This is an optimization exercise on Yosys and OpenROAD, whose aim is small area and a short achievable clock period, not a production implementation.
In this exercise RTL edits were held to simulation tests only and were not proved equivalent to the original.
No activity file was given, so power comes from the tool's default toggle rates.

### design.v
package alu_pkg;
    localparam int DATA_WIDTH   = 32;
    localparam int SHAMT_WIDTH  = 5;                           
    localparam int OPCODE_WIDTH = 6;
    localparam logic [OPCODE_WIDTH-1:0] OP_ADD    = 6'h00;
    localparam logic [OPCODE_WIDTH-1:0] OP_SUB    = 6'h01;
    localparam logic [OPCODE_WIDTH-1:0] OP_ADDSAT = 6'h02;
    localparam logic [OPCODE_WIDTH-1:0] OP_SUBSAT = 6'h03;
    localparam logic [OPCODE_WIDTH-1:0] OP_AND    = 6'h10;
    localparam logic [OPCODE_WIDTH-1:0] OP_OR     = 6'h11;
    localparam logic [OPCODE_WIDTH-1:0] OP_XOR    = 6'h12;
    localparam logic [OPCODE_WIDTH-1:0] OP_NOT    = 6'h13;
    localparam logic [OPCODE_WIDTH-1:0] OP_NOR    = 6'h14;
    localparam logic [OPCODE_WIDTH-1:0] OP_SHL    = 6'h15;
    localparam logic [OPCODE_WIDTH-1:0] OP_SHR    = 6'h16;
    localparam logic [OPCODE_WIDTH-1:0] OP_SAR    = 6'h17;
    localparam logic [OPCODE_WIDTH-1:0] OP_ROTL   = 6'h18;
    localparam logic [OPCODE_WIDTH-1:0] OP_ROTR   = 6'h19;
    localparam logic [OPCODE_WIDTH-1:0] OP_EQ     = 6'h20;
    localparam logic [OPCODE_WIDTH-1:0] OP_NE     = 6'h21;
    localparam logic [OPCODE_WIDTH-1:0] OP_LTS    = 6'h22;
    localparam logic [OPCODE_WIDTH-1:0] OP_LES    = 6'h23;
    localparam logic [OPCODE_WIDTH-1:0] OP_GTS    = 6'h24;
    localparam logic [OPCODE_WIDTH-1:0] OP_GES    = 6'h25;
    localparam logic [OPCODE_WIDTH-1:0] OP_LTU    = 6'h26;
    localparam logic [OPCODE_WIDTH-1:0] OP_LEU    = 6'h27;
    localparam logic [OPCODE_WIDTH-1:0] OP_GTU    = 6'h28;
    localparam logic [OPCODE_WIDTH-1:0] OP_GEU    = 6'h29;
endpackage
module operand_stage (
    input  logic        clk,
    input  logic        rst,
    input  logic        valid_instruction,
    input  logic [5:0]  opcode,
    input  logic [31:0] operand_a,
    input  logic [31:0] operand_b,
    input  logic        use_immediate,
    input  logic [31:0] immediate_value,
    output logic [31:0] p_q,
    output logic [31:0] g_q,
    output logic [4:0]  m_q,           
    output logic [4:0]  mn_q,          
    output logic        cin_q,         
    output logic        inv_q,         
    output logic        valid_q,
    output logic        arith_q,       
    output logic        sat_q,         
    output logic [2:0]  lut_q,         
    output logic        rot_q,         
    output logic        shr_q,         
    output logic        shl_q,         
    output logic        fill_q,        
    output logic        cmpu_q,
    output logic        cmps_q,
    output logic        cmpeq_q
);
    logic        sel_imm, sel_reg;
    logic [31:0] b_c;
    logic        invb, kill, left, cin, inv;
    logic        d_arith, d_sat, d_rot, d_shr, d_shl, d_fill, d_cmpu, d_cmps, d_cmpeq;
    logic [2:0]  d_lut;
    logic [4:0]  n, amt;
    always_comb begin
        d_arith = 1'b0; d_sat = 1'b0; d_lut = 3'b000;
        d_rot = 1'b0; d_shr = 1'b0; d_shl = 1'b0; d_fill = 1'b0;
        d_cmpu = 1'b0; d_cmps = 1'b0; d_cmpeq = 1'b0;
        case (opcode)
            alu_pkg::OP_ADD:    d_arith = 1'b1;
            alu_pkg::OP_SUB:    d_arith = 1'b1;
            alu_pkg::OP_ADDSAT: d_sat = 1'b1;
            alu_pkg::OP_SUBSAT: d_sat = 1'b1;
            alu_pkg::OP_AND:    d_lut = 3'b100;
            alu_pkg::OP_OR:     d_lut = 3'b110;
            alu_pkg::OP_XOR:    d_lut = 3'b010;
            alu_pkg::OP_NOT:    d_lut = 3'b001;        
            alu_pkg::OP_NOR:    d_lut = 3'b001;
            alu_pkg::OP_SHL:    d_shl = 1'b1;
            alu_pkg::OP_SHR:    d_shr = 1'b1;
            alu_pkg::OP_SAR:    begin d_shr = 1'b1; d_fill = 1'b1; end
            alu_pkg::OP_ROTL:   d_rot = 1'b1;
            alu_pkg::OP_ROTR:   d_rot = 1'b1;
            alu_pkg::OP_EQ:     d_cmpeq = 1'b1;
            alu_pkg::OP_NE:     d_cmpeq = 1'b1;
            alu_pkg::OP_LTS:    d_cmps = 1'b1;
            alu_pkg::OP_LES:    d_cmps = 1'b1;
            alu_pkg::OP_GTS:    d_cmps = 1'b1;
            alu_pkg::OP_GES:    d_cmps = 1'b1;
            alu_pkg::OP_LTU:    d_cmpu = 1'b1;
            alu_pkg::OP_LEU:    d_cmpu = 1'b1;
            alu_pkg::OP_GTU:    d_cmpu = 1'b1;
            alu_pkg::OP_GEU:    d_cmpu = 1'b1;
            default: ;
        endcase
    end
    logic [3:0] lo;
    assign lo   = opcode[3:0];
    assign invb = opcode[5] | (~opcode[4] & lo[0]);
    assign kill = opcode[4] & (lo[3] | (lo[1] & lo[0]) | (lo[2] & (lo[1] | lo[0])));
    assign left = ~lo[1] & (lo[3] ^ lo[0]);
    assign cin  = lo[0] ^ (opcode[5] & lo[1]);
    assign inv  = lo[1] | (lo[0] & ~lo[2] & ~lo[3]);
    assign sel_imm = use_immediate & ~kill;
    assign sel_reg = ~use_immediate & ~kill;
    assign b_c     = ((immediate_value & {32{sel_imm}}) | (operand_b & {32{sel_reg}})) ^ {32{invb}};
    assign n   = use_immediate ? immediate_value[4:0] : operand_b[4:0];
    assign amt = left ? 5'd0 - n : n;
    always_ff @(posedge clk) begin
        p_q   <= operand_a ^ b_c;
        g_q   <= operand_a & b_c;
        m_q   <= amt;
        mn_q  <= ~amt;
        cin_q <= cin;
        inv_q <= inv;
    end
    always_ff @(posedge clk or posedge rst) begin
        if (rst) begin
            valid_q <= 1'b0;
            arith_q <= 1'b0;
            sat_q   <= 1'b0;
            lut_q   <= 3'b000;
            rot_q   <= 1'b0;
            shr_q   <= 1'b0;
            shl_q   <= 1'b0;
            fill_q  <= 1'b0;
            cmpu_q  <= 1'b0;
            cmps_q  <= 1'b0;
            cmpeq_q <= 1'b0;
        end else begin
            valid_q <= valid_instruction;
            arith_q <= valid_instruction & d_arith;
            sat_q   <= valid_instruction & d_sat;
            lut_q   <= {3{valid_instruction}} & d_lut;
            rot_q   <= valid_instruction & d_rot;
            shr_q   <= valid_instruction & d_shr;
            shl_q   <= valid_instruction & d_shl;
            fill_q  <= valid_instruction & d_fill;
            cmpu_q  <= valid_instruction & d_cmpu;
            cmps_q  <= valid_instruction & d_cmps;
            cmpeq_q <= valid_instruction & d_cmpeq;
        end
    end
endmodule
module adder_unit (
    input  logic [31:0] p,
    input  logic [31:0] g,
    input  logic        cin,
    output logic [32:0] c
);
    logic [31:0] gu [0:5];      
    logic [31:0] pu [0:5];
    logic [31:0] gd [0:4];      
    logic [31:0] pd [0:4];
    always_comb begin
        gu[0] = g;
        pu[0] = p;
        gu[0][0] = cin ? (g[0] | p[0]) : g[0];          
    end
    for (genvar l = 0; l < 5; l++) begin : g_up
        for (genvar i = 0; i < 32; i++) begin : g_bit
            if ((i % (2 << l)) == ((2 << l) - 1)) begin : g_op
                assign gu[l+1][i] = gu[l][i] | (pu[l][i] & gu[l][i-(1<<l)]);
                assign pu[l+1][i] = pu[l][i] & pu[l][i-(1<<l)];
            end else begin : g_pass
                assign gu[l+1][i] = gu[l][i];
                assign pu[l+1][i] = pu[l][i];
            end
        end
    end
    assign gd[4] = gu[5];
    assign pd[4] = pu[5];
    for (genvar l = 3; l >= 0; l--) begin : g_dn
        for (genvar i = 0; i < 32; i++) begin : g_bit
            if ((i >= (3 << l) - 1) && ((i + 1) % (2 << l) == (1 << l))) begin : g_op
                assign gd[l][i] = gd[l+1][i] | (pd[l+1][i] & gd[l+1][i-(1<<l)]);
                assign pd[l][i] = pd[l+1][i] & pd[l+1][i-(1<<l)];
            end else begin : g_pass
                assign gd[l][i] = gd[l+1][i];
                assign pd[l][i] = pd[l+1][i];
            end
        end
    end
    assign c = {gd[0], cin};
endmodule
module logic_shift_unit (
    input  logic [31:0] p,
    input  logic [31:0] g,
    input  logic [4:0]  m,
    input  logic [4:0]  mn,
    input  logic [2:0]  lut,
    input  logic        rot,
    input  logic        shr,
    input  logic        shl,
    input  logic        fill,
    output logic [31:0] out
);
    logic [31:0] r [0:4];
    logic [31:0] hi;            
    logic [31:0] keep;
    logic [31:0] k0, k1;        
    logic        mz;
    logic [31:0] ge;            
    assign ge = 32'hFFFF_FFFF << m;
    assign r[0] = p;
    for (genvar k = 0; k < 4; k++) begin : g_rot
        assign r[k+1] = (r[k] | {32{m[k]}}) & ({r[k][(1<<k)-1:0], r[k][31:(1<<k)]} | {32{mn[k]}});
    end
    assign mz   = ~|m;
    for (genvar i = 0; i < 32; i++) begin : g_hi
        assign hi[i] = ~ge[31-i];                      
    end
    assign keep = {32{rot}} | ({32{shr}} & ~hi) | ({32{shl}} & (hi | {32{mz}}));
    assign k0   = keep & {32{mn[4]}};
    assign k1   = keep & {32{m[4]}};
    assign out = (r[4] & k0)
               | ({r[4][15:0], r[4][31:16]} & k1)
               | ({32{fill & p[31]}} & hi)
               | (g & {32{lut[2]}})
               | (p & {32{lut[1]}})
               | (~(g | p) & {32{lut[0]}});
endmodule
module compare_unit (
    input  logic [31:0] p,
    input  logic        g31,
    input  logic        c31,
    input  logic        cout,
    input  logic        inv,
    input  logic        cmpu,
    input  logic        cmps,
    input  logic        cmpeq,
    output logic        flag
);
    logic eq;
    logic cout_s;
    assign eq     = &p;                        
    assign cout_s = p[31] ? c31 : ~g31;
    assign flag   = ((cmpeq & eq) | (cmpu & cout) | (cmps & cout_s)) ^ (inv & (cmpeq | cmpu | cmps));
endmodule
module result_stage (
    input  logic        clk,
    input  logic        rst,
    input  logic        valid,
    input  logic        arith,
    input  logic        sat,
    input  logic        cin,
    input  logic [31:0] p,
    input  logic [31:0] g,
    input  logic [32:0] c,
    input  logic [31:0] logic_shift,
    input  logic        flag,
    output logic        resp_valid,
    output logic [31:0] resp_result,
    output logic        resp_carry,
    output logic        resp_overflow,
    output logic        resp_zero,
    output logic        resp_negative
);
    logic        ovf;
    logic        clamp;
    logic        add_en;
    logic [31:0] r0, r1;        
    logic [31:0] result_d;
    assign ovf    = ~p[31] & (c[31] ^ g[31]);
    assign clamp  = sat & ovf;
    assign add_en = arith | sat;
    assign r0 = logic_shift | (p & {32{add_en}});
    assign r1 = logic_shift | (~p & {32{add_en}});
    always_comb begin
        for (int i = 0; i < 32; i++) begin
            result_d[i] = c[i] ? r1[i] : r0[i];
        end
        if (clamp) result_d = {g[31], {31{~g[31]}}};     
        if (flag)  result_d = '1;
    end
    always_ff @(posedge clk or posedge rst) begin
        if (rst) begin
            resp_valid    <= 1'b0;
            resp_result   <= '0;
            resp_carry    <= 1'b0;
            resp_overflow <= 1'b0;
        end else begin
            resp_valid    <= valid;
            resp_result   <= result_d;
            resp_carry    <= arith & (c[32] ^ cin);
            resp_overflow <= add_en & ovf;
        end
    end
    assign resp_zero     = resp_valid & ~|resp_result;
    assign resp_negative = resp_result[31];
endmodule
module int_alu_core (
    input  logic        clk,
    input  logic        rst,
    input  logic        valid_instruction,
    input  logic [5:0]  opcode,
    input  logic [31:0] operand_a,
    input  logic [31:0] operand_b,
    input  logic        use_immediate,
    input  logic [31:0] immediate_value,
    output logic        resp_valid,
    output logic [31:0] resp_result,
    output logic        resp_carry,
    output logic        resp_overflow,
    output logic        resp_zero,
    output logic        resp_negative
);
    logic [31:0] p, g, ls_out;
    logic [32:0] c;
    logic [4:0]  m, mn;
    logic        cin, inv, valid, arith, sat, rot, shr, shl, fill, cmpu, cmps, cmpeq;
    logic [2:0]  lut;
    logic        flag;
    operand_stage u_operand_stage (
        .clk (clk), .rst (rst),
        .valid_instruction (valid_instruction), .opcode (opcode),
        .operand_a (operand_a), .operand_b (operand_b),
        .use_immediate (use_immediate), .immediate_value (immediate_value),
        .p_q (p), .g_q (g), .m_q (m), .mn_q (mn), .cin_q (cin), .inv_q (inv), .valid_q (valid),
        .arith_q (arith), .sat_q (sat), .lut_q (lut), .rot_q (rot), .shr_q (shr),
        .shl_q (shl), .fill_q (fill), .cmpu_q (cmpu), .cmps_q (cmps), .cmpeq_q (cmpeq)
    );
    adder_unit u_adder_unit (
        .p (p), .g (g), .cin (cin), .c (c)
    );
    logic_shift_unit u_logic_shift_unit (
        .p (p), .g (g), .m (m), .mn (mn), .lut (lut), .rot (rot), .shr (shr), .shl (shl),
        .fill (fill), .out (ls_out)
    );
    compare_unit u_compare_unit (
        .p (p), .g31 (g[31]), .c31 (c[31]), .cout (c[32]), .inv (inv),
        .cmpu (cmpu), .cmps (cmps), .cmpeq (cmpeq), .flag (flag)
    );
    result_stage u_result_stage (
        .clk (clk), .rst (rst), .valid (valid), .arith (arith), .sat (sat), .cin (cin),
        .p (p), .g (g), .c (c), .logic_shift (ls_out), .flag (flag),
        .resp_valid (resp_valid), .resp_result (resp_result), .resp_carry (resp_carry),
        .resp_overflow (resp_overflow), .resp_zero (resp_zero), .resp_negative (resp_negative)
    );
endmodule
module alu_top (
    input  logic        clk,
    input  logic        rst,
    input  logic        valid_instruction,
    input  logic [5:0]  opcode,
    input  logic [31:0] operand_a,
    input  logic [31:0] operand_b,
    input  logic        use_immediate,
    input  logic [31:0] immediate_value,
    output logic        resp_valid,
    output logic [31:0] resp_result,
    output logic        resp_carry,
    output logic        resp_overflow,
    output logic        resp_zero,
    output logic        resp_negative
);
    int_alu_core u_core (
        .clk               (clk),
        .rst               (rst),
        .valid_instruction (valid_instruction),
        .opcode            (opcode),
        .operand_a         (operand_a),
        .operand_b         (operand_b),
        .use_immediate     (use_immediate),
        .immediate_value   (immediate_value),
        .resp_valid        (resp_valid),
        .resp_result       (resp_result),
        .resp_carry        (resp_carry),
        .resp_overflow     (resp_overflow),
        .resp_zero         (resp_zero),
        .resp_negative     (resp_negative)
    );
endmodule
### flow/run.sh
#!/bin/bash
# Own layout flow: the standard ORFS flow (standard.sh, standard synthesis
# unchanged), with the I/O port buffers inserted as buf_1 cells instead of the
# cell buffer_ports picks by default. The resizer still upsizes them as needed.
set -euo pipefail
export BUFFER_PORTS_ARGS="-buffer_cell sky130_fd_sc_hd__buf_1"
bash standard.sh finish > flow_make.log 2>&1
### standard.sh
#!/bin/bash
# synth_recipe.tcl (not shown) runs the flow's synth.tcl, then flattens the netlist and writes it again
# the make line also repeats each setting of config.mk as NAME=value (left out here)
make -C /OpenROAD-flow-scripts/flow DESIGN_CONFIG=/design/flow/config.mk WORK_HOME=/design/flow/orfs CLKGATE_MAP_FILE= SYNTH_SCRIPT=/design/flow/synth_recipe.tcl "${@:-finish}"
### config.mk
export PLATFORM = sky130hd
export DESIGN_NAME = alu_top
export DESIGN_NICKNAME = alu_top
export VERILOG_FILES = /design/flow/design.v
export SDC_FILE = /design/flow/constraint.sdc
export NUM_CORES = 4
export LEC_CHECK = 0
export ABC_CLOCK_PERIOD_IN_PS = 2500
export CAP_MARGIN = 20
export CORE_MARGIN = 2
export CORE_UTILIZATION = 50
export CTS_BUF_LIST = sky130_fd_sc_hd__clkbuf_8
export SETUP_SLACK_MARGIN = 4.0
export SLEW_MARGIN = 20
export TNS_END_PERCENT = 0
### constraint.sdc
create_clock -name core_clock -period 6.0 [get_ports {clk}]
set_input_delay 1.2000 -clock core_clock [delete_from_list [all_inputs] [get_ports {clk}]]
set_output_delay 1.2000 -clock core_clock [all_outputs]
set_load 0.01 [all_outputs]
==> results of run 1 <==
-- worst max-delay path, delay by kind of cell, from the launching register on --
| family | cells | cell delay [ps] |
|---|---|---|
| compound gates | 3 | 640 |
| simple gates | 2 | 1170 |
| flops | 1 | 390 |
| buf+inv | 1 | 560 |
-- repair_timing --
action                                 CTS  global route
pin swaps                                8             1
endpoints found under the hold margin    0             0
cloned                                   2             0
setup endpoints to repair              144           151
gates resized for setup                 19            11
buffers inserted                         6             0
-- sequential cells by signal (all words and copies together), names as in the netlist, 3 cells and up --
name,count
u_core.u_operand_stage.p_q,32
u_core.u_operand_stage.mn_q,5
u_core.u_operand_stage.lut_q,3
u_core.u_operand_stage.g_q,32
u_core.u_operand_stage.m_q,5
u_core.u_result_stage.resp_result,32
-- logic make-up (layout without fill, tap and decap cells) --
logic type | Yosys count | count (layout) | share of synthesized area
and+or+nand+nor | 228 | 229 | 0.123
buffers and inverters | 140 | 224 | 0.0674
muxes | 43 | 43 | 0.0468
xor gates and xnor gates | 65 | 65 | 0.0619
AOI/OAI and AO/OA | 441 | 442 | 0.352
DFF | 124 | 124 | 0.296
adders and majority gates | 39 | 39 | 0.0531
-- metal layers --
metal | routed length, µm | GRT usage | up-vias
li1 | - | - | 4259
met1 | 14000 | 0.468 | 4191
met2 | 12800 | 0.451 | 531
met3 | 3100 | 0.0668 | 83
met4 | 1490 | 0.150 | 0
met5 | 0 | 0 | -
-- stage by stage --
stage	hold slack, ps	instances
after floorplan	331	1080
after global placement	332	1355
after detailed placement	338	1355
after CTS	357	1395
after global routing	367	1395
final	355	1395
-- power groups by stage --
stage                     clock network [mW]  registers [mW]  logic, mW
final                                  0.789            1.17       1.18
after floorplan                            0            1.03      0.918
after global placement                     0            1.16       1.11
after CTS                              0.803            1.15       1.15
after global routing                   0.842            1.18       1.28
after detailed placement                   0            1.16       1.12
-- final timing paths --
kind	from	endpoint	slack, ps
max	u_core.u_operand_stage.m_q[3]$_DFF_P_	u_core.u_result_stage.resp_result[17]$_DFF_PP0_	3060
min	u_core.u_operand_stage.valid_q$_DFF_PP0_	u_core.u_result_stage.resp_valid$_DFF_PP0_	360
max reg2reg	u_core.u_operand_stage.m_q[3]$_DFF_P_	u_core.u_result_stage.resp_result[17]$_DFF_PP0_	3060
min reg2reg	u_core.u_operand_stage.valid_q$_DFF_PP0_	u_core.u_result_stage.resp_valid$_DFF_PP0_	360
max in group asynchronous	rst	u_core.u_operand_stage.fill_q$_DFF_PP0_	4690
min in group asynchronous	rst	u_core.u_result_stage.resp_result[7]$_DFF_PP0_	830
-- layout make-up --
type	instances	area, µm²	area share
multi-input combinational	818	6120	0.586
tap	229	287	0.0274
timing repair buffer	165	783	0.0750
clock buffer	17	234	0.0224
sequential	124	2730	0.261
clock inverter	15	175	0.0168
inverter	27	120	0.0115
-- Yosys cell counts, drive strengths merged, types with 4 or more instances --
master   number  area share
xor2         16       0.015
nor3         11      0.0060
a221oi       12       0.011
nand3        19       0.010
o22a         57       0.054
and3         11      0.0080
a21oi        71       0.043
nor4          8      0.0054
a2bb2oi       4      0.0038
nand2        47       0.019
dfxtp        76        0.17
a211oi       15       0.013
a31oi         4      0.0027
clkbuf       78       0.032
nor2b         6      0.0041
o311ai        5      0.0048
o21ai        73       0.052
a22oi        77       0.063
o22ai        49       0.033
a21o          4      0.0033
mux2i        43       0.047
and4          7      0.0069
o31ai         9      0.0074
nor2         81       0.033
dfrtp        48        0.13
o32ai         4      0.0038
o31a         16       0.015
ha           39       0.053
inv          26       0.011
or3           4      0.0027
xnor2        49       0.047
and2          4      0.0027
o21bai        5      0.0045
o221ai       12       0.012
nand4        10      0.0068
buf          35       0.025
==> flow_summary.ini, run 1 <==
[worst_setup_path]
data_arrival_time_at_the_worst_slack_endpoint_ps = 3270
ff2ff_path_depth = 6
slowest_stage = nor3_1
launching_element_type_of_the_critical_path = flip-flop
crit_path_cell_trace = buf_4, nand4_1, o21ai_0, a21oi_1, nor3_1, o21ai_2
critical_path_class = reg -> reg
crit_path_largest_cell_delay_ps = 630
timing.critical_path.required_ps = 6330
worstPathMaxFanout = 66
critical_path_capture_point_type = flip-flop

[detailed_routing]
ant_nets = 0
final_wirelength_mm = 31.3
drt-vias-per-instance = 6.50
dr.first_iter.drc_count = 1040
post_drt_wl_per_cell_um = 22.5
drt_pass1_iterations = 6
route.detailed.drc = 0
vias = 9064

[sta]
setup-tns-final_ps = 0
finalClockSkew_ps = 21.0
final-hold-violation-count = 0
max_freq_ghz = 0.340
maxSlewViolCount = 0
post_route_fraction_of_the_period_consumed_by_the_critical_path = 0.490
rsz0062_at_grt = true
final-setup-viol-count = 0
worst_slew_pin_slew_ps = 992
finalWorstSetupSlack_ps = 3060
period_needed_ps = 2940
slew_headroom = 0.338

[cells_and_area]
final_net_count = 1298
stdcell_area_um2 = 10500
finish.utilization = 0.580
fillerInstances = 1667
final_cell_mix = 140 x buf_1, 77 x a22oi_1, 69 x nor2_1, 69 x dfxtp_1, 63 x a21oi_1
drive_gt1_frac = 0.129
final_common_cell = buf_1
syn_to_final_growth_pct = 13.7
diodes = 0

[floorplan]
pin_count = 143
die_area_um2 = 19500
core_region_area_um2 = 18000
dieWidth_um = 140
die_span_in_y_um = 140
fp-row-count = 49
initial_utilization = 0.510

[power]
vdd_ir_drop_max_uv = 142
pwr-share-seq = 0.373
power_switching_mw = 1.33
power_density_nw_per_um2 = 300
internal_power_mw = 1.81
share_clk_of_total_power = 0.252
power_switching_share = 0.423
p_total_mw = 3.13
comb_power_share = 0.375
leakage_nw = 4.09

[global_route]
via_count_of_the_first_global_routing_pass = 8193
grt.total_usage = 0.321
globalRouteOverflowTotal = 0
global_route_wire_length_before_repair_mm = 48.3
number_of_antenna_violations_at_the_first_check_in_global_routing = 0
grt_start_max_net_pins = 67

[placement]
place_ws_ps = 2340
placement.io_buffers = 142
gp_congestion = 0.988
place_hpwl_mm = 23.0
detailed_place.area_um2 = 9780

[clock_network]
cts.hold.buffers_added = 0
cts.sink_count = 124
tritoncts_clock_tree = yes
path_clk_slew_ps = 90
root_buffer = clkbuf_8
clk_lat_worst_skew_ps = 470
clock_path_buffers = 2
h-tree-depth = 4
total_cts_buffers = 17

[worst_hold_path]
hold_depth = 0
min-delay-path-class = reg -> reg

[flow_run]
max_cap_viol_count = 0

[yosys]
netlist-cell-type-count = 76
post_syn_nets = 1225
synth-edff-count = 0
syn_area_um2 = 9190
total_number_of_yosys_warnings = 329
yosys_reg_bits = 124
syn_area_per_cell_um2 = 8.51
synthCells = 1080
synth-seq-area-share = 0.296
async_reset_ff_frac = 0.387
synthFlopType = dfxtp_1

[run_status]
outcome = complete, no violations
==> run 2: changes to the inputs <==
==> flow/run.sh (replaced) <==
#!/bin/bash
# Own layout flow: the standard ORFS flow (standard.sh, standard synthesis
# unchanged) with two sizing changes: the I/O port buffers are inserted as
# buf_1 cells instead of the cell buffer_ports picks by default, and the
# resizer may swap cells across footprints (MATCH_CELL_FOOTPRINT=0), so those
# buffers and the logic can be upsized where timing needs it.
set -euo pipefail
export BUFFER_PORTS_ARGS="-buffer_cell sky130_fd_sc_hd__buf_1"
bash standard.sh MATCH_CELL_FOOTPRINT=0 finish > flow_make.log 2>&1
--- a/config.mk
+++ b/config.mk
@@ -10,6 +10,7 @@
 export CORE_MARGIN = 2
 export CORE_UTILIZATION = 50
 export CTS_BUF_LIST = sky130_fd_sc_hd__clkbuf_8
-export SETUP_SLACK_MARGIN = 4.0
+export PLACE_DENSITY = 0.8
+export SETUP_SLACK_MARGIN = 3.5
 export SLEW_MARGIN = 20
 export TNS_END_PERCENT = 0
==> run 2 against run 1 <==
Effect of this change: still clean; worst hold slack gained 4.4 ps; fmax rose by 2.5%; register-to-register slack better by 70 ps; clock skew fell by 13 ps; die area did not move; count of clock-buffer cells in the layout is 1 higher; via count grew 2.1%; routed wire length decreased by 2.8%; sequential power shrank 3%; power shrank 1.3%; sequential share of layout area grew 0.33 points; critical path type unchanged; largest power group unchanged; highest routed layer unchanged.
==> flow_summary.ini, run 2 <==
[run_status]
outcome = complete, no violations

[placement]
place_hpwl_mm = 21.8
gp_congestion = 1.12
placement.io_buffers = 142

[cells_and_area]
drive_gt1_frac = 0.123
diodes = 0
final_cell_mix = 140 x buf_1, 81 x nor2_1, 77 x a22oi_1
final_net_count = 1297
syn_to_final_growth_pct = 12.6
largestRegisters = u_core.u_operand_stage.g_q: 32 flops, u_core.u_operand_stage.p_q: 32 flops, u_core.u_result_stage.resp_result: 32 flops
final_common_cell = buf_1

[sta]
setup-tns-final_ps = 0
maxSlewViolCount = 0
slew_headroom = 0.297
holdWs_ps = 359
rsz0062_at_grt = true
final-hold-violation-count = 0
finalClockSkew_ps = 7.61
worst_slew_pin_slew_ps = 1040
period_needed_ps = 2870
max_freq_ghz = 0.349
post_route_fraction_of_the_period_consumed_by_the_critical_path = 0.478
final-setup-viol-count = 0

[yosys]
synth_largest_type_area_fraction = 0.166
post_synth_main_area_contributors = dfxtp_1 17%, dfrtp_1 13%, a22oi_1 6.3%
async_reset_ff_frac = 0.387
total_number_of_yosys_warnings = 329
synth-edff-count = 0
synthCells = 1080
post_syn_nets = 1225
main_combinational_cell_family_by_area_after_synthesis = compound AO/OA/AOI/OAI gates
netlist-cell-type-count = 76
netlist_top_cells_count = 81 x nor2_1, 78 x clkbuf_1, 77 x a22oi_1
post_synthesis_compound_gate_area_fraction = 0.352
syn_area_um2 = 9190
simple_gate_share_of_the_synthesized_area = 0.123
synth_top_cell_by_area = dfxtp_1
synthFlopType = dfxtp_1
synth_most_common_cell = nor2_1
yosys_reg_bits = 124
synth-seq-area-share = 0.296
synthMuxAreaShare = 0.0468
syn_area_per_cell_um2 = 8.51
synth_xor_area_frac = 0.0619
post_synth_fa_ha_maj_area_fraction = 0.0531

[global_route]
global_route_wire_length_before_repair_mm = 46.9
globalRouteOverflowTotal = 0
grt_start_max_net_pins = 67
grt.total_usage = 0.306
number_of_antenna_violations_at_the_first_check_in_global_routing = 0
via_count_of_the_first_global_routing_pass = 8259

[clock_network]
clock_path_buffers = 2
root_buffer = clkbuf_8
path_clk_slew_ps = 80
clk_lat_worst_skew_ps = 460
cts.hold.buffers_added = 0
cts.sink_count = 124
total_cts_buffers = 17
tritoncts_clock_tree = yes
h-tree-depth = 4

[floorplan]
initial_utilization = 0.510
core_region_area_um2 = 18000
pin_count = 143
fp-row-count = 49
dieWidth_um = 140
die_area_um2 = 19500
die_span_in_y_um = 140

[detailed_routing]
post_drt_wl_per_cell_um = 21.9
vias = 9251
drt-vias-per-instance = 6.64
ant_nets = 0
dr.first_iter.drc_count = 1650
route.detailed.drc = 0
final_wirelength_mm = 30.5
drt_pass1_iterations = 9

[worst_setup_path]
data_arrival_time_at_the_worst_slack_endpoint_ps = 3200
crit_path_largest_cell_delay_ps = 420
critical_path_class = reg -> reg
critical_path_capture_point_type = flip-flop
launching_element_type_of_the_critical_path = flip-flop
slowest_stage = nor3_2
crit_path_cell_trace = buf_4, o22a_1, o22ai_1, a22oi_1, o22a_1, a22oi_1, a21oi_1, nor3_2, o21ai_2
worstPathMaxFanout = 45
timing.critical_path.required_ps = 6330

[power]
power_density_nw_per_um2 = 299
comb_power_share = 0.390
power_switching_share = 0.408
vdd_ir_drop_max_uv = 157
pwr-share-seq = 0.366
power_switching_mw = 1.26
leakage_nw = 4.06
share_clk_of_total_power = 0.244
internal_power_mw = 1.83

[worst_hold_path]
min-delay-path-class = reg -> reg

[flow_run]
max_cap_viol_count = 0
==> run 2: repair_timing <==
action,4_1_cts,5_1_grt
gates cloned,4,0
buffers inserted,7,0
resized for setup,24,23
setup endpoints to repair,105,106
pin swaps,12,4
==> run 2: power groups by stage <==
stage	Combinational, mW	Clock (mW)	Sequential [mW]
2_1_floorplan	0.900	0	1.03
4_1_cts	1.15	0.762	1.12
3_5_place_dp	1.12	0	1.13
3_3_place_gp	1.10	0	1.12
6_report	1.21	0.755	1.13
5_1_grt	1.29	0.804	1.15
==> run 2: area by class of cell <==
cell class	instances	area (µm²)
Tap cell	229	287
Clock inverter	14	153
Timing Repair Buffer	162	754
Clock buffer	18	248
Timing Repair inverter	1	5.00
Multi-Input combinational cell	819	6060
Sequential cell	124	2740
Fill cell	1633	7670
Inverter	27	105
==> run 2: worst max-delay path, delay by kind of cell, from the launching register on <==
family          cells  cell delay (ps)
simple gates        1              420
buf+inv             1              270
flops               1              300
compound gates      7             1730
==> run 2: through the flow <==
| step | cell area [µm²] | std cells | utilization | total power, mW | setup slack, ps |
|---|---|---|---|---|---|
| after floorplan | 9240 | 1080 | - | 1.93 | 3500 |
| after global placement | 9630 | 1351 | 0.534 | 2.23 | 2610 |
| after detailed placement | 9630 | 1351 | 0.534 | 2.24 | 2480 |
| after CTS | 10300 | 1394 | 0.570 | 3.03 | 3190 |
| after global routing | 10400 | 1394 | 0.574 | 3.24 | 3100 |
| final | 10400 | 1394 | 0.574 | 3.09 | 3130 |
==> run 2: kinds of logic after synthesis <==
kind of cell / after synthesis
AOI/OAI and AO/OA: 441
adders and majority gates: 39
DFF: 124
muxes: 43
buffers and inverters: 140
and+or+nand+nor: 228
xor gates and xnor gates: 65
==> run 2: worst paths after layout <==
kind | start | endpoint | slack [ps] | depth (start not counted)
worst min register to register | u_core.u_operand_stage.valid_q$_DFF_PP0_ | u_core.u_result_stage.resp_valid$_DFF_PP0_ | 360 | 0
worst max register to register | u_core.u_operand_stage.m_q[0]$_DFF_P_ | u_core.u_result_stage.resp_result[17]$_DFF_PP0_ | 3130 | 9
max in group asynchronous | rst | u_core.u_result_stage.resp_result[15]$_DFF_PP0_ | 4500 | 2
worst max-delay path | u_core.u_operand_stage.m_q[0]$_DFF_P_ | u_core.u_result_stage.resp_result[17]$_DFF_PP0_ | 3130 | 9
min in group asynchronous | rst | u_core.u_result_stage.resp_valid$_DFF_PP0_ | 920 | 2
worst min-delay path | u_core.u_operand_stage.valid_q$_DFF_PP0_ | u_core.u_result_stage.resp_valid$_DFF_PP0_ | 360 | 0
==> run 2: routing by layer <==
layer  track usage  vias up  share of wire
met3        0.0988       92           0.13
li1              -     4256              -
met1         0.421     4238           0.41
met5             0        -              0
met2         0.445      665           0.41
met4         0.128        0          0.046
==> run 3: changes to the inputs <==
--- a/config.mk
+++ b/config.mk
@@ -10,6 +10,8 @@
 export CORE_MARGIN = 2
 export CORE_UTILIZATION = 50
 export CTS_BUF_LIST = sky130_fd_sc_hd__clkbuf_8
+export CTS_CLUSTER_DIAMETER = 80
+export CTS_CLUSTER_SIZE = 24
 export PLACE_DENSITY = 0.8
 export SETUP_SLACK_MARGIN = 3.5
 export SLEW_MARGIN = 20
==> run 3 against run 2 <==
Effect of this change: synthesized cell count did not move; critical path depth is the same; sequential share of layout area did not move; final area is the same; synthesized area unchanged; clock skew unchanged; critical path type unchanged; largest cell class unchanged; largest power group unchanged; highest routed layer unchanged.
==> flow_summary.ini, run 3 <==
[yosys]
yosys_reg_bits = 124
synth_most_common_cell = nor2_1
netlist-cell-type-count = 76
synth_top_cell_by_area = dfxtp_1
post_synthesis_compound_gate_area_fraction = 0.352
synth_xor_area_frac = 0.0619
post_synth_main_area_contributors = dfxtp_1 17%, dfrtp_1 13%, a22oi_1 6.3%
synthCells = 1080
synthFlopType = dfxtp_1
post_syn_nets = 1225
main_combinational_cell_family_by_area_after_synthesis = compound AO/OA/AOI/OAI gates
synth-seq-area-share = 0.296
async_reset_ff_frac = 0.387
simple_gate_share_of_the_synthesized_area = 0.123
netlist_top_cells_count = 81 x nor2_1, 78 x clkbuf_1, 77 x a22oi_1
syn_area_um2 = 9190
synth_largest_type_area_fraction = 0.166
synthMuxAreaShare = 0.0468
syn_area_per_cell_um2 = 8.51
synth-edff-count = 0
total_number_of_yosys_warnings = 329
post_synth_fa_ha_maj_area_fraction = 0.0531

[clock_network]
cts.sink_count = 124
clock_path_buffers = 2
clk_lat_worst_skew_ps = 460
root_buffer = clkbuf_8
total_cts_buffers = 17
h-tree-depth = 4
cts.hold.buffers_added = 0
path_clk_slew_ps = 80
tritoncts_clock_tree = yes

[power]
vdd_ir_drop_max_uv = 157
power_switching_mw = 1.26
internal_power_mw = 1.83
pwr-share-seq = 0.366
share_clk_of_total_power = 0.244
leakage_nw = 4.06
power_switching_share = 0.408
power_density_nw_per_um2 = 299
comb_power_share = 0.390

[worst_setup_path]
crit-reg2reg-capture = u_core.u_result_stage.resp_result[17]$_DFF_PP0_
critical_path_capture_point_type = flip-flop
data_arrival_time_at_the_worst_slack_endpoint_ps = 3200
critical_path_class = reg -> reg
reg2reg_setup_slack_ps = 3130
ff2ff_path_depth = 9
timing.critical_path.required_ps = 6330
worstPathMaxFanout = 45
critical_path.reg2reg.startpoint = u_core.u_operand_stage.m_q[0]$_DFF_P_
launching_element_type_of_the_critical_path = flip-flop

[placement]
place_hpwl_mm = 21.8
numPlacedInstances = 1351
gp_congestion = 1.12
placement.io_buffers = 142

[detailed_routing]
vias = 9251
drt-vias-per-instance = 6.64
ant_nets = 0
dr.first_iter.drc_count = 1650
final_wirelength_mm = 30.5
drt_pass1_iterations = 9
route.detailed.drc = 0
post_drt_wl_per_cell_um = 21.9

[worst_hold_path]
min-delay-path-class = reg -> reg
hold_path_startpoint = u_core.u_operand_stage.valid_q$_DFF_PP0_
hold_depth = 0
worstHoldEndpoint = u_core.u_result_stage.resp_valid$_DFF_PP0_

[floorplan]
initial_utilization = 0.510
fp-row-count = 49
dieWidth_um = 140
pin_count = 143
core_region_area_um2 = 18000
die_span_in_y_um = 140
die_area_um2 = 19500

[sta]
post_route_fraction_of_the_period_consumed_by_the_critical_path = 0.478
final-setup-viol-count = 0
max_freq_ghz = 0.349
final-hold-violation-count = 0
setup-tns-final_ps = 0
finalClockSkew_ps = 7.61
period_needed_ps = 2870
slew_headroom = 0.297
worst_slew_pin_slew_ps = 1040
maxSlewViolCount = 0
rsz0062_at_grt = true

[cells_and_area]
final_cell_mix = 140 x buf_1, 81 x nor2_1, 77 x a22oi_1
layout.cells.non_filler = 1394
fillerInstances = 1633
final_common_cell = buf_1
largestRegisters = u_core.u_operand_stage.g_q: 32 flops, u_core.u_operand_stage.p_q: 32 flops, u_core.u_result_stage.resp_result: 32 flops
diodes = 0
area_of_combinational_cells_with_multiple_inputs_um2 = 6060
syn_to_final_growth_pct = 12.6
drive_gt1_frac = 0.123
final_net_count = 1297
area.sequential_um2 = 2740

[global_route]
globalRouteOverflowTotal = 0
grt.total_usage = 0.306
global_route_wire_length_before_repair_mm = 46.9
grt_start_max_net_pins = 67
number_of_antenna_violations_at_the_first_check_in_global_routing = 0
via_count_of_the_first_global_routing_pass = 8259

[run_status]
outcome = complete, no violations

[flow_run]
max_cap_viol_count = 0
==> run 3: cell counts after synthesis <==
No cell type changed its count.
==> run 3: worst max-delay path: stages, from the launching register on <==
cell and delay (ps):
dfxtp_1 300, buf_4 270, o22a_1 300, o22ai_1 370, a22oi_1 200, o22a_1 280
a22oi_1 310, a21oi_1 190, nor3_2 420, o21ai_2 80
==> run 3: cell type report <==
cell class / count / area share
Clock buffer: 18 / 0.0239
Inverter: 27 / 0.0102
Timing Repair Buffer: 162 / 0.0729
Tap cell: 229 / 0.0277
Sequential cell: 124 / 0.265
Timing Repair inverter: 1 / 0.000483
Clock inverter: 14 / 0.0147
Multi-Input combinational cell: 819 / 0.585
==> run 3: kinds of logic (layout without fill, tap and decap cells) <==
| group | count (synthesis) | in the layout |
|---|---|---|
| flip-flops | 124 | 124 |
| multiplexers | 43 | 43 |
| XOR/XNOR | 65 | 65 |
| adder cells (fa/ha/maj) | 39 | 39 |
| AND/OR/NAND/NOR | 228 | 229 |
| AO/OA/AOI/OAI | 441 | 443 |
| buffers and inverters | 140 | 222 |
==> run 3: worst max path at each step <==
stage                                                                from                                              end  slack, ps  cells past startpoint
after floorplan                                             use_immediate            u_core.u_operand_stage.p_q[3]$_DFF_P_       3500                      6
after global placement                                          opcode[0]           u_core.u_operand_stage.p_q[30]$_DFF_P_       2610                      8
after detailed placement                                        opcode[0]           u_core.u_operand_stage.p_q[13]$_DFF_P_       2480                      8
after CTS                 u_core.u_result_stage.resp_result[26]$_DFF_PP0_                                        resp_zero       3190                      4
after global routing                                            opcode[0]           u_core.u_operand_stage.p_q[16]$_DFF_P_       3100                      8
final                               u_core.u_operand_stage.m_q[0]$_DFF_P_  u_core.u_result_stage.resp_result[17]$_DFF_PP0_       3130                      9
==> run 3: per-layer routing <==
layer	track usage	up-vias	wire length, µm
li1	-	4256	-
met2	0.445	665	12600
met3	0.0988	92	4060
met4	0.128	0	1410
met5	0	-	0
met1	0.421	4238	12400
==> run 3: power groups by stage <==
stage / combinational [mW] / clock (mW) / sequential (mW)
after floorplan: 0.900 / 0 / 1.03
after global placement: 1.10 / 0 / 1.12
after detailed placement: 1.12 / 0 / 1.13
after CTS: 1.15 / 0.762 / 1.12
after global routing: 1.29 / 0.804 / 1.15
final: 1.21 / 0.755 / 1.13
==> run 3: stage by stage <==
step | area (µm²) | utilization | worst slack (ps) | hold WS (ps) | power, mW
after detailed placement | 9630 | 0.534 | 2480 | 350 | 2.24
after CTS | 10300 | 0.570 | 3190 | 367 | 3.03
final | 10400 | 0.574 | 3130 | 359 | 3.09
after global placement | 9630 | 0.534 | 2610 | 337 | 2.23
after global routing | 10400 | 0.574 | 3100 | 369 | 3.24
after floorplan | 9240 | - | 3500 | 331 | 1.93
==> run 3: timing repair <==
action | CTS | global route
pin swaps | 12 | 4
buffers inserted | 7 | 0
resized for setup | 24 | 23
endpoints found under the setup margin | 105 | 106
gates cloned | 4 | 0
==> run 4: changes to the inputs <==
--- a/config.mk
+++ b/config.mk
@@ -10,9 +10,6 @@
 export CORE_MARGIN = 2
 export CORE_UTILIZATION = 50
 export CTS_BUF_LIST = sky130_fd_sc_hd__clkbuf_8
-export CTS_CLUSTER_DIAMETER = 80
-export CTS_CLUSTER_SIZE = 24
-export PLACE_DENSITY = 0.8
 export SETUP_SLACK_MARGIN = 3.5
 export SLEW_MARGIN = 20
 export TNS_END_PERCENT = 0
==> run 4 against run 3 <==
Effect of this change: critical path depth did not move; non-clock buffer count shrank 1; synthesized area unchanged; global-route usage increased by 1.8 points; still clean; clock power fell by 1%; critical path type unchanged.
==> flow_summary.ini, run 4 <==
[global_route]
globalRouteOverflowTotal = 0
grt_start_max_net_pins = 67
number_of_antenna_violations_at_the_first_check_in_global_routing = 0
grt.total_usage = 0.325
global_route_wire_length_before_repair_mm = 49.0
via_count_of_the_first_global_routing_pass = 8298

[cells_and_area]
largestRegisters = u_core.u_operand_stage.g_q: 32 flops, u_core.u_operand_stage.p_q: 32 flops, u_core.u_result_stage.resp_result: 32 flops
final_cell_mix = 140 x buf_1, 80 x nor2_1, 77 x a22oi_1
finish.utilization = 0.572
final_net_count = 1296
drive_gt1_frac = 0.124
diodes = 0
final_common_cell = buf_1
syn_to_final_growth_pct = 12.2

[yosys]
post_synth_main_area_contributors = dfxtp_1 17%, dfrtp_1 13%, a22oi_1 6.3%
synth_largest_type_area_fraction = 0.166
netlist-cell-type-count = 76
syn_area_um2 = 9190
synth_most_common_cell = nor2_1
synth-edff-count = 0
yosys_reg_bits = 124
syn_area_per_cell_um2 = 8.51
async_reset_ff_frac = 0.387
synth_top_cell_by_area = dfxtp_1
post_syn_nets = 1225
synthFlopType = dfxtp_1
netlist_top_cells_count = 81 x nor2_1, 78 x clkbuf_1, 77 x a22oi_1
total_number_of_yosys_warnings = 329
synthCells = 1080
synth-seq-area-share = 0.296

[sta]
finalClockSkew_ps = 24.0
post_route_fraction_of_the_period_consumed_by_the_critical_path = 0.477
maxSlewViolCount = 0
slew_headroom = 0.269
max_freq_ghz = 0.350
worst_slew_pin_slew_ps = 1100
final-hold-violation-count = 0
period_needed_ps = 2860
rsz0062_at_grt = true
final-setup-viol-count = 0
setup-tns-final_ps = 0

[detailed_routing]
drt-vias-per-instance = 6.62
dr.first_iter.drc_count = 1236
ant_nets = 0
route.detailed.drc = 0
vias = 9228
post_drt_wl_per_cell_um = 22.9
final_wirelength_mm = 32.0
drt_pass1_iterations = 12

[clock_network]
clk_lat_worst_skew_ps = 460
total_cts_buffers = 17
root_buffer = clkbuf_8
cts.hold.buffers_added = 0
tritoncts_clock_tree = yes
cts.sink_count = 124
h-tree-depth = 4
clock_path_buffers = 2
path_clk_slew_ps = 90

[worst_setup_path]
worstPathMaxFanout = 28
reg2reg_setup_slack_ps = 3140
ff2ff_path_depth = 9
critical_path_class = reg -> reg
critical_path.reg2reg.startpoint = u_core.u_operand_stage.m_q[0]$_DFF_P_
data_arrival_time_at_the_worst_slack_endpoint_ps = 3200
worst_setup_path_endpoint = u_core.u_result_stage.resp_result[17]$_DFF_PP0_
critical_path_capture_point_type = flip-flop
crit-reg2reg-capture = u_core.u_result_stage.resp_result[17]$_DFF_PP0_
cp-startpoint = u_core.u_operand_stage.m_q[0]$_DFF_P_
launching_element_type_of_the_critical_path = flip-flop
timing.critical_path.required_ps = 6340

[power]
p_total_mw = 3.09
power_density_nw_per_um2 = 300
vdd_ir_drop_max_uv = 147
leakage_nw = 4.04

[floorplan]
fp-row-count = 49
initial_utilization = 0.510
pin_count = 143
die_area_um2 = 19500
dieWidth_um = 140
core_region_area_um2 = 18000
die_span_in_y_um = 140

[flow_run]
max_cap_viol_count = 0

[placement]
gp_congestion = 0.989
placement.io_buffers = 142
place_hpwl_mm = 23.0

[worst_hold_path]
min-delay-path-class = reg -> reg
hold_path_startpoint = u_core.u_operand_stage.valid_q$_DFF_PP0_
hold_depth = 0

[run_status]
outcome = complete, no violations
-- run 4: changes by cell type in the layout (fill, tap and decap cells not counted), moves of 4 or more --
cell,before,now
clkinv_2,5,1
dfxtp_1,62,56
dfxtp_2,14,20
inv_6,0,5
inv_8,0,5
-- run 4: power breakdown --
| group | internal, mW | switching, mW |
|---|---|---|
| combinational | 0.463 | 0.706 |
| sequential | 0.949 | 0.229 |
| clock | 0.317 | 0.429 |
| total | 1.73 | 1.36 |
-- run 4: worst max-delay path, cell delays in order, from the launching register on --
cell and delay (ps):
dfxtp_2 480, buf_4 280, o22a_1 260, o22ai_1 310
a22oi_1 200, o22a_1 260, a22oi_1 380, a21oi_1 100
nor3_1 390, o21ai_2 80
-- run 4: kinds of logic (layout without fill, tap and decap cells) --
group,Yosys count,in the layout,synth area share
AOI/OAI and AO/OA,441,443,0.352
xor gates and xnor gates,65,65,0.0619
adders and majority gates,39,39,0.0531
buffers and inverters,140,221,0.0674
DFF,124,124,0.296
muxes,43,43,0.0468
and+or+nand+nor,228,229,0.123
-- run 4: what timing repair did --
item                       CTS  global route
gates resized for setup     18            27
setup buffers                6             0
gates cloned                 3             1
pin swaps                   10             1
setup endpoints to repair  105           107
-- run 4: worst min-delay path by stage --
stage | to | slack [ps]
finish | u_core.u_result_stage.resp_valid$_DFF_PP0_ | 360
detailed placement | u_core.u_result_stage.resp_valid$_DFF_PP0_ | 330
global route | u_core.u_result_stage.resp_valid$_DFF_PP0_ | 380
global placement | u_core.u_result_stage.resp_valid$_DFF_PP0_ | 330
CTS | u_core.u_result_stage.resp_valid$_DFF_PP0_ | 360
floorplan | u_core.u_result_stage.resp_valid$_DFF_PP0_ | 330
-- run 4: per-layer routing --
layer | GRT usage | routed length (µm)
met2 | 0.475 | 13200
met5 | 0 | 0
met4 | 0.141 | 1450
met3 | 0.0781 | 3510
met1 | 0.457 | 13800
-- run 4: layout make-up --
cell class / instances / area, µm²
fill: 1723 / 7710
multi-input combinational: 819 / 6040
sequential: 124 / 2750
timing repair buffer: 161 / 731
tap: 229 / 287
clock buffer: 17 / 234
clock inverter: 15 / 166
inverter: 27 / 106
timing repair inverter: 1 / 5.00
-- run 4: through the flow --
stage	instance area, µm²	setup slack (ps)	instances	hold slack, ps
final	10300	3140	1393	355
after CTS	10200	3120	1392	356
after global routing	10300	3080	1393	378
after global placement	9630	2610	1351	334
after detailed placement	9630	2590	1351	335
after floorplan	9240	3500	1080	331
==> run 5: changes to the inputs <==
--- a/config.mk
+++ b/config.mk
@@ -5,11 +5,10 @@
 export SDC_FILE = /design/flow/constraint.sdc
 export NUM_CORES = 4
 export LEC_CHECK = 0
-export ABC_CLOCK_PERIOD_IN_PS = 2500
 export CAP_MARGIN = 20
 export CORE_MARGIN = 2
 export CORE_UTILIZATION = 50
 export CTS_BUF_LIST = sky130_fd_sc_hd__clkbuf_8
-export SETUP_SLACK_MARGIN = 3.5
+export SETUP_SLACK_MARGIN = 3.0
 export SLEW_MARGIN = 20
 export TNS_END_PERCENT = 0
==> run 5 against run 4 <==
Effect of this change: register-to-register slack worse by 70 ps; routed wire length is 2.4% lower; global-route usage is 1.4 points lower; non-clock buffer count is 1 higher; power is 0.31% higher; first-iteration DRC count is 19% higher; cell count hardly changed; synthesized cell count stayed put; sequential power hardly changed; synthesized area stayed put; largest power group unchanged.
==> flow_summary.ini, run 5 <==
[power]
internal_power_mw = 1.78
power_switching_share = 0.425
pwr-share-seq = 0.373
vdd_ir_drop_max_uv = 139
power_switching_mw = 1.32
share_clk_of_total_power = 0.254
comb_power_share = 0.373
power_density_nw_per_um2 = 305
leakage_nw = 4.02
p_total_mw = 3.10

[global_route]
grt_start_max_net_pins = 68
via_count_of_the_first_global_routing_pass = 7888
globalRouteOverflowTotal = 0
global_route_wire_length_before_repair_mm = 46.8
number_of_antenna_violations_at_the_first_check_in_global_routing = 0
grt.total_usage = 0.311

[yosys]
synth_most_common_cell = nor2_1
total_number_of_yosys_warnings = 329
synthCells = 1080
synth-edff-count = 0
async_reset_ff_frac = 0.387
netlist-cell-type-count = 76
yosys_reg_bits = 124
synthFlopType = dfxtp_1
post_syn_nets = 1225
synth_top_cell_by_area = dfxtp_1
syn_area_um2 = 9190
synth_largest_type_area_fraction = 0.166
post_synth_main_area_contributors = dfxtp_1 17%, dfrtp_1 13%, a22oi_1 6.3%
netlist_top_cells_count = 81 x nor2_1, 78 x clkbuf_1, 77 x a22oi_1
syn_area_per_cell_um2 = 8.51
synth-seq-area-share = 0.296

[worst_setup_path]
critical_path_class = reg -> out
crit-reg2reg-capture = u_core.u_result_stage.resp_result[6]$_DFF_PP0_
data_arrival_time_at_the_worst_slack_endpoint_ps = 1760
timing.critical_path.required_ps = 4800
cp-startpoint = u_core.u_result_stage.resp_result[9]$_DFF_PP0_
launching_element_type_of_the_critical_path = flip-flop
reg2reg_setup_slack_ps = 3070
critical_path.reg2reg.startpoint = u_core.u_operand_stage.p_q[0]$_DFF_P_
ff2ff_path_depth = 10
critical_path_capture_point_type = output port
worstPathMaxFanout = 2

[clock_network]
cts.hold.buffers_added = 0
cts.sink_count = 124
tritoncts_clock_tree = yes
h-tree-depth = 4
root_buffer = clkbuf_8
clk_lat_worst_skew_ps = 460
path_clk_slew_ps = 100
total_cts_buffers = 17
clock_path_buffers = 2

[placement]
gp_congestion = 0.973
detailed_place.area_um2 = 9610
place_hpwl_mm = 22.9
numPlacedInstances = 1351
place_ws_ps = 2620
placement.io_buffers = 142

[sta]
finalClockSkew_ps = 18.2
finalWorstSetupSlack_ps = 3040
worst_slew_pin_slew_ps = 1070
holdWs_ps = 351
max_freq_ghz = 0.338
post_route_fraction_of_the_period_consumed_by_the_critical_path = 0.493
rsz0062_at_grt = true
setup-tns-final_ps = 0
period_needed_ps = 2960
maxSlewViolCount = 0
final-setup-viol-count = 0
final-hold-violation-count = 0
slew_headroom = 0.285

[detailed_routing]
drt-vias-per-instance = 6.48
vias = 9021
ant_nets = 0
post_drt_wl_per_cell_um = 22.4
drt_pass1_iterations = 7
dr.first_iter.drc_count = 1469
final_wirelength_mm = 31.2
route.detailed.drc = 0

[cells_and_area]
final_net_count = 1295
area_of_combinational_cells_with_multiple_inputs_um2 = 5920
finish.utilization = 0.565
fillerInstances = 1725
stdcell_area_um2 = 10200
syn_to_final_growth_pct = 10.8
layout.cells.non_filler = 1392
final_common_cell = buf_1
drive_gt1_frac = 0.104
area.sequential_um2 = 2730
diodes = 0
final_cell_mix = 141 x buf_1, 81 x nor2_1, 77 x a22oi_1
largestRegisters = u_core.u_operand_stage.g_q: 32 flops, u_core.u_operand_stage.p_q: 32 flops, u_core.u_result_stage.resp_result: 32 flops

[flow_run]
max_cap_viol_count = 0

[floorplan]
core_region_area_um2 = 18000
fp-row-count = 49
pin_count = 143
initial_utilization = 0.510
die_span_in_y_um = 140
dieWidth_um = 140
die_area_um2 = 19500

[worst_hold_path]
hold_depth = 0
min-delay-path-class = reg -> reg
hold_path_startpoint = u_core.u_operand_stage.valid_q$_DFF_PP0_
worstHoldEndpoint = u_core.u_result_stage.resp_valid$_DFF_PP0_

[run_status]
outcome = complete, no violations
## run 5: cell counts after synthesis
Identical to the previous run, type by type.
## run 5: logic make-up after synthesis
kind of cell,synth area share
compound gates,0.352
simple gates,0.123
buf+inv,0.0674
flops,0.296
xor+xnor,0.0619
mux,0.0468
fa+ha+maj,0.0531
## run 5: what timing repair did
| item | in CTS | in global routing |
|---|---|---|
| cloned | 1 | 1 |
| buffers inserted | 4 | 3 |
| pin swaps | 2 | 2 |
| gates resized for setup | 4 | 10 |
| setup endpoints to repair | 32 | 34 |
## run 5: critical path, stage by stage, from the launching register on
cell and delay [ps]:
dfrtp_1 390, nor4_1 400, nand4_1 140, nor3_1 190
buf_1 170
## run 5: worst max path at each step
stage | to | slack, ps | cells after the start
2_1_floorplan | u_core.u_operand_stage.p_q[3]$_DFF_P_ | 3200 | 6
5_1_grt | u_core.u_result_stage.resp_result[6]$_DFF_PP0_ | 2960 | 10
3_3_place_gp | u_core.u_result_stage.resp_result[0]$_DFF_PP0_ | 2700 | 9
6_report | resp_zero | 3040 | 4
3_5_place_dp | u_core.u_result_stage.resp_result[0]$_DFF_PP0_ | 2620 | 9
4_1_cts | u_core.u_result_stage.resp_result[0]$_DFF_PP0_ | 2950 | 9
## run 5: area by class of cell
cell class                 count  area share
clock buffer                  17      0.0230
clock inverter                15      0.0171
inverter                      27      0.0101
multi-input combinational    818       0.582
sequential                   124       0.268
tap                          229      0.0281
timing repair buffer         162      0.0721
## run 5: power groups by stage
stage,Combinational [mW],Clock (mW),Sequential (mW)
finish,1.16,0.789,1.16
CTS,1.12,0.799,1.14
global route,1.24,0.834,1.18
global placement,1.12,0,1.16
floorplan,0.895,0,1.03
detailed placement,1.11,0,1.16
## run 5: per-layer routing
metal | up-vias | track usage | share of wire
met2 | 615 | 0.420 | 0.40
met3 | 77 | 0.0750 | 0.11
li1 | 4256 | - | -
met4 | 0 | 0.148 | 0.046
met1 | 4073 | 0.460 | 0.45
met5 | - | 0 | 0
==> run 6: changes to the inputs <==
--- a/config.mk
+++ b/config.mk
@@ -5,10 +5,12 @@
 export SDC_FILE = /design/flow/constraint.sdc
 export NUM_CORES = 4
 export LEC_CHECK = 0
+export ABC_CLOCK_PERIOD_IN_PS = 2500
 export CAP_MARGIN = 20
 export CORE_MARGIN = 2
 export CORE_UTILIZATION = 50
 export CTS_BUF_LIST = sky130_fd_sc_hd__clkbuf_8
-export SETUP_SLACK_MARGIN = 3.0
+export PLACE_DENSITY = 0.8
+export SETUP_SLACK_MARGIN = 3.2
 export SLEW_MARGIN = 20
 export TNS_END_PERCENT = 0
==> run 6 against run 5 <==
Effect of this change: power is 0.21% higher; final area is 1.1% higher; routed wire length is 0.48% lower; critical path depth increased by 5; non-clock buffer count is 1 higher; first-iteration DRC count up 6.1%; critical path type is now reg -> reg.
==> flow_summary.ini, run 6 <==
[global_route]
globalRouteMet3Util = 0.0908
grt_use_met1 = 0.428
globalRouteOverflowTotal = 0
number_of_antenna_violations_at_the_first_check_in_global_routing = 2
global_route.peak_usage_layer = met2
grt.total_usage = 0.309
groute.layer.met2.usage = 0.446
global_route_wire_length_before_repair_mm = 47.0
via_count_of_the_first_global_routing_pass = 8220
grt_start_max_net_pins = 68

[floorplan]
core_region_area_um2 = 18000
die_area_um2 = 19500
die_span_in_y_um = 140
pin_count = 143
dieWidth_um = 140
initial_utilization = 0.510
fp-row-count = 49

[placement]
place_hpwl_mm = 22.2
placement.io_buffers = 142
gp_congestion = 1.03

[yosys]
synth_top_cell_by_area = dfxtp_1
post_synth_main_area_contributors = dfxtp_1 17%, dfrtp_1 13%, a22oi_1 6.3%
synth_most_common_cell = nor2_1
synthCells = 1080
yosys_reg_bits = 124
post_synthesis_compound_gate_area_fraction = 0.352
total_number_of_yosys_warnings = 329
netlist-cell-type-count = 76
syn_area_per_cell_um2 = 8.51
synthMuxAreaShare = 0.0468
netlist_top_cells_count = 81 x nor2_1, 78 x clkbuf_1, 77 x a22oi_1
simple_gate_share_of_the_synthesized_area = 0.123
synth-edff-count = 0
post_synth_fa_ha_maj_area_fraction = 0.0531
synth_xor_area_frac = 0.0619
main_combinational_cell_family_by_area_after_synthesis = compound AO/OA/AOI/OAI gates
synth-seq-area-share = 0.296
synth_largest_type_area_fraction = 0.166
async_reset_ff_frac = 0.387
post_syn_nets = 1225
synthFlopType = dfxtp_1
syn_area_um2 = 9190

[clock_network]
root_buffer = clkbuf_8
clk_lat_worst_skew_ps = 470
tritoncts_clock_tree = yes
cts.sink_count = 124
total_cts_buffers = 17
path_clk_slew_ps = 70
h-tree-depth = 4
clock_path_buffers = 2

[worst_setup_path]
worstPathMaxFanout = 45
critical_path_capture_point_type = flip-flop
data_arrival_time_at_the_worst_slack_endpoint_ps = 3240
critical_path_class = reg -> reg
ff2ff_path_depth = 9
crit-reg2reg-capture = u_core.u_result_stage.resp_result[23]$_DFF_PP0_
critical_path.reg2reg.startpoint = u_core.u_operand_stage.m_q[0]$_DFF_P_
timing.critical_path.required_ps = 6350
launching_element_type_of_the_critical_path = flip-flop
reg2reg_setup_slack_ps = 3100

[detailed_routing]
drt-vias-per-instance = 6.73
post_drt_wl_per_cell_um = 22.3
route.detailed.drc = 0
final_wirelength_mm = 31.0
vias = 9383
ant_nets = 0
dr.first_iter.drc_count = 1559
drt_pass1_iterations = 10

[worst_hold_path]
min-delay-path-class = reg -> reg
hold_depth = 0
worstHoldEndpoint = u_core.u_result_stage.resp_valid$_DFF_PP0_
hold_path_startpoint = u_core.u_operand_stage.valid_q$_DFF_PP0_

[sta]
setup-tns-final_ps = 0
finalClockSkew_ps = 8.09
final-setup-viol-count = 0
post_route_fraction_of_the_period_consumed_by_the_critical_path = 0.483
rsz0062_at_grt = true
slew_headroom = 0.235
maxSlewViolCount = 0
final-hold-violation-count = 0
period_needed_ps = 2900
max_freq_ghz = 0.345
worst_slew_pin_slew_ps = 1150

[cells_and_area]
fillerInstances = 1601
area.sequential_um2 = 2730
largestRegisters = u_core.u_operand_stage.g_q: 32 flops, u_core.u_operand_stage.p_q: 32 flops, u_core.u_result_stage.resp_result: 32 flops
diodes = 0
final_net_count = 1297
final_common_cell = buf_1
area_of_combinational_cells_with_multiple_inputs_um2 = 5990
drive_gt1_frac = 0.112
syn_to_final_growth_pct = 12.0
final_cell_mix = 140 x buf_1, 81 x nor2_1, 77 x a22oi_1

[power]
power_density_nw_per_um2 = 302
p_total_mw = 3.11
leakage_nw = 4.06
vdd_ir_drop_max_uv = 167

[run_status]
outcome = complete, no violations

[flow_run]
max_cap_viol_count = 0
==> run 6: kinds of logic after synthesis <==
group | Yosys count
flip-flops | 124
AND/OR/NAND/NOR | 228
buffers and inverters | 140
AO/OA/AOI/OAI | 441
XOR/XNOR | 65
adder cells (fa/ha/maj) | 39
multiplexers | 43
==> run 6: how the worst max path moves through the flow <==
| stage | startpoint | end | slack, ps | cells past startpoint |
|---|---|---|---|---|
| 6_report | u_core.u_operand_stage.m_q[0]$_DFF_P_ | u_core.u_result_stage.resp_result[23]$_DFF_PP0_ | 3100 | 9 |
| 5_1_grt | u_core.u_result_stage.resp_result[21]$_DFF_PP0_ | resp_zero | 3040 | 4 |
| 4_1_cts | u_core.u_result_stage.resp_result[14]$_DFF_PP0_ | resp_zero | 3160 | 4 |
| 3_5_place_dp | u_core.u_operand_stage.p_q[7]$_DFF_P_ | u_core.u_result_stage.resp_result[0]$_DFF_PP0_ | 2630 | 9 |
| 3_3_place_gp | use_immediate | u_core.u_operand_stage.mn_q[4]$_DFF_P_ | 2720 | 7 |
| 2_1_floorplan | use_immediate | u_core.u_operand_stage.p_q[3]$_DFF_P_ | 3200 | 6 |
==> run 6: cell type report <==
cell class | count | area share
clock inverters | 13 | 0.0142
flip-flops and latches | 124 | 0.265
repair inverters | 1 | 0.000486
clock buffers | 19 | 0.0254
well taps | 229 | 0.0278
multi-input cells | 818 | 0.581
repair buffers | 163 | 0.0748
inverters | 27 | 0.0106
==> run 6: stage by stage <==
stage                     std cells   util  hold slack (ps)  setup WS [ps]  area, µm²
final                          1394  0.571              359           3100      10300
after global routing           1394  0.571              379           3040      10300
after CTS                      1392  0.568              361           3160      10200
after detailed placement       1353  0.534              345           2630       9630
after global placement         1353  0.534              347           2720       9630
after floorplan                1080      -              331           3200       9190
==> run 6: routing by layer <==
layer	vias up	routed length, µm	share of wire
li1	4250	-	-
met1	4331	12800	0.41
met2	688	12800	0.41
met3	110	3920	0.13
met4	4	1510	0.049
met5	-	70	0.0023
==> run 6: report_power, final <==
| part | total (mW) | internal [mW] | switching, mW | leakage, nW |
|---|---|---|---|---|
| Sequential | 1.16 | 0.946 | 0.212 | 1.28 |
| Combinational | 1.18 | 0.464 | 0.715 | 2.55 |
| Clock | 0.772 | 0.428 | 0.345 | 0.219 |
==> run 6: repair_timing <==
| action | in CTS | in global routing |
|---|---|---|
| gates cloned | 2 | 1 |
| hold endpoints to repair | 0 | 0 |
| pin swaps | 6 | 0 |
| endpoints found under the setup margin | 34 | 66 |
| buffers inserted | 5 | 0 |
| hold buffers | 0 | 0 |
| gates resized for setup | 19 | 10 |
==> run 6: critical path, cell delays in order (launching register included) <==
cell,delay (ps)
dfxtp_1,300
buf_4,270
o22a_1,300
o32ai_1,410
a21oi_1,140
o22a_1,280
a22oi_1,350
a21oi_1,150
nor4_2,450
o21ai_2,90
==> run 7: changes to the inputs <==
--- a/config.mk
+++ b/config.mk
@@ -5,12 +5,11 @@
 export SDC_FILE = /design/flow/constraint.sdc
 export NUM_CORES = 4
 export LEC_CHECK = 0
-export ABC_CLOCK_PERIOD_IN_PS = 2500
 export CAP_MARGIN = 20
 export CORE_MARGIN = 2
 export CORE_UTILIZATION = 50
 export CTS_BUF_LIST = sky130_fd_sc_hd__clkbuf_8
-export PLACE_DENSITY = 0.8
+export GPL_ROUTABILITY_DRIVEN = 0
 export SETUP_SLACK_MARGIN = 3.2
 export SLEW_MARGIN = 20
 export TNS_END_PERCENT = 0
==> run 7 against run 6 <==
Effect of this change: still clean; register-to-register slack got worse by 20 ps; cell count is essentially flat; clock power decreased by 7.6%; synthesized area did not move; setup slack worse by 16 ps; count of clock-buffer cells in the layout is 2 lower; critical path depth did not move; sequential share of layout area increased by 0.11 points; critical path type unchanged; largest cell class unchanged; highest routed layer is now met4.
==> flow_summary.ini, run 7 <==
[yosys]
synth_most_common_cell = nor2_1
post_synth_fa_ha_maj_area_fraction = 0.0531
synthFlopType = dfxtp_1
netlist_top_cells_count = 81 x nor2_1, 78 x clkbuf_1, 77 x a22oi_1
synthCells = 1080
netlist-cell-type-count = 76
syn_area_per_cell_um2 = 8.51
post_synth_main_area_contributors = dfxtp_1 17%, dfrtp_1 13%, a22oi_1 6.3%
synth_xor_area_frac = 0.0619
main_combinational_cell_family_by_area_after_synthesis = compound AO/OA/AOI/OAI gates
synth-seq-area-share = 0.296
simple_gate_share_of_the_synthesized_area = 0.123

[worst_setup_path]
critical_path_capture_point_type = flip-flop
critical_path.reg2reg.startpoint = u_core.u_operand_stage.m_q[0]$_DFF_P_
launching_element_type_of_the_critical_path = flip-flop
crit-reg2reg-capture = u_core.u_result_stage.resp_result[17]$_DFF_PP0_
data_arrival_time_at_the_worst_slack_endpoint_ps = 3240
ff2ff_path_depth = 9
reg2reg_setup_slack_ps = 3090

[cells_and_area]
finish.utilization = 0.568
final_common_cell = buf_1
area_of_combinational_cells_with_multiple_inputs_um2 = 6000
drive_gt1_frac = 0.108
fillerInstances = 1697
area.sequential_um2 = 2730
largestRegisters = u_core.u_operand_stage.g_q: 32 flops, u_core.u_operand_stage.p_q: 32 flops, u_core.u_result_stage.resp_result: 32 flops

[sta]
worst_slew_pin_slew_ps = 1150
holdWs_ps = 355
period_needed_ps = 2910
maxSlewViolCount = 0
setup-tns-final_ps = 0

[clock_network]
clk_lat_worst_skew_ps = 470
h-tree-depth = 4
total_cts_buffers = 17

[detailed_routing]
route.detailed.drc = 0
dr.first_iter.drc_count = 1614

[power]
vdd_ir_drop_max_uv = 136
power_density_nw_per_um2 = 298
comb_power_share = 0.384
power_switching_share = 0.427

[placement]
placement.io_buffers = 142

[floorplan]
initial_utilization = 0.510
pin_count = 143

[worst_hold_path]
min-delay-path-class = reg -> reg
hold_path_startpoint = u_core.u_operand_stage.valid_q$_DFF_PP0_

[global_route]
globalRouteOverflowTotal = 0
via_count_of_the_first_global_routing_pass = 7817

[run_status]
outcome = complete, no violations

[flow_run]
max_cap_viol_count = 0
run 7: through the flow:
stage | instances | setup slack, ps | cell area [µm²] | power [mW]
finish | 1393 | 3090 | 10200 | 3.05
global route | 1393 | 3070 | 10200 | 3.20
CTS | 1393 | 3150 | 10200 | 3.01
detailed placement | 1353 | 2650 | 9630 | 2.26
global placement | 1353 | 2700 | 9630 | 2.27
floorplan | 1080 | 3200 | 9190 | 1.93
run 7: critical path, stage by stage (launching register included):
cell and delay (ps):
dfxtp_1 300, buf_4 270, o22a_1 310, o22ai_1 370
a22oi_1 200, o22a_1 270, a22oi_1 370, a21oi_1 100
nor3_1 500, o21ai_2 80
run 7: power by group through the flow:
| stage | Sequential, mW | Combinational, mW | Clock [mW] |
|---|---|---|---|
| floorplan | 1.03 | 0.895 | 0 |
| global placement | 1.15 | 1.11 | 0 |
| detailed placement | 1.16 | 1.10 | 0 |
| CTS | 1.15 | 1.13 | 0.722 |
| global route | 1.18 | 1.26 | 0.762 |
| finish | 1.17 | 1.17 | 0.713 |
run 7: worst max-delay path by stage:
stage                                                    from                                               to
2_1_floorplan                                   use_immediate            u_core.u_operand_stage.p_q[3]$_DFF_P_
3_3_place_gp            u_core.u_operand_stage.p_q[7]$_DFF_P_   u_core.u_result_stage.resp_result[0]$_DFF_PP0_
3_5_place_dp            u_core.u_operand_stage.p_q[7]$_DFF_P_   u_core.u_result_stage.resp_result[0]$_DFF_PP0_
4_1_cts        u_core.u_result_stage.resp_result[4]$_DFF_PP0_                                        resp_zero
5_1_grt                u_core.u_operand_stage.p_q[12]$_DFF_P_   u_core.u_result_stage.resp_result[3]$_DFF_PP0_
6_report                u_core.u_operand_stage.m_q[0]$_DFF_P_  u_core.u_result_stage.resp_result[17]$_DFF_PP0_
run 7: per-layer routing:
metal,wire length (µm),vias up,global-route usage
li1,-,4252,-
met2,12500,674,0.435
met4,1220,0,0.121
met1,13500,4138,0.466
met5,0,-,0
met3,3610,77,0.0592
run 7: timing repair:
action | CTS | global route
endpoints found under the setup margin | 33 | 54
gates cloned | 2 | 0
resized for setup | 19 | 8
setup buffers | 6 | 0
pin swaps | 8 | 0
run 7: logic make-up (layout without fill, tap and decap cells):
kind of cell | after synthesis | after routing
adders and majority gates | 39 | 39
and+or+nand+nor | 228 | 229
xor gates and xnor gates | 65 | 65
AOI/OAI and AO/OA | 441 | 442
DFF | 124 | 124
buffers and inverters | 140 | 222
muxes | 43 | 43
run 7: final cells by class:
type / instances / area share
clock buffers: 17 / 0.0228
clock inverters: 15 / 0.0137
inverters: 27 / 0.0100
multi-input cells: 818 / 0.586
flip-flops and latches: 124 / 0.266
well taps: 229 / 0.0280
repair buffers: 163 / 0.0728

Setup slack of run 7, layout unchanged: 3.086 ns with ideal ports, 3.086 ns with driving cells assumed (clock clkbuf_16, inputs buf_2), 2.820 ns with port delays also shifted by the 0.504 ns mid clock arrival.
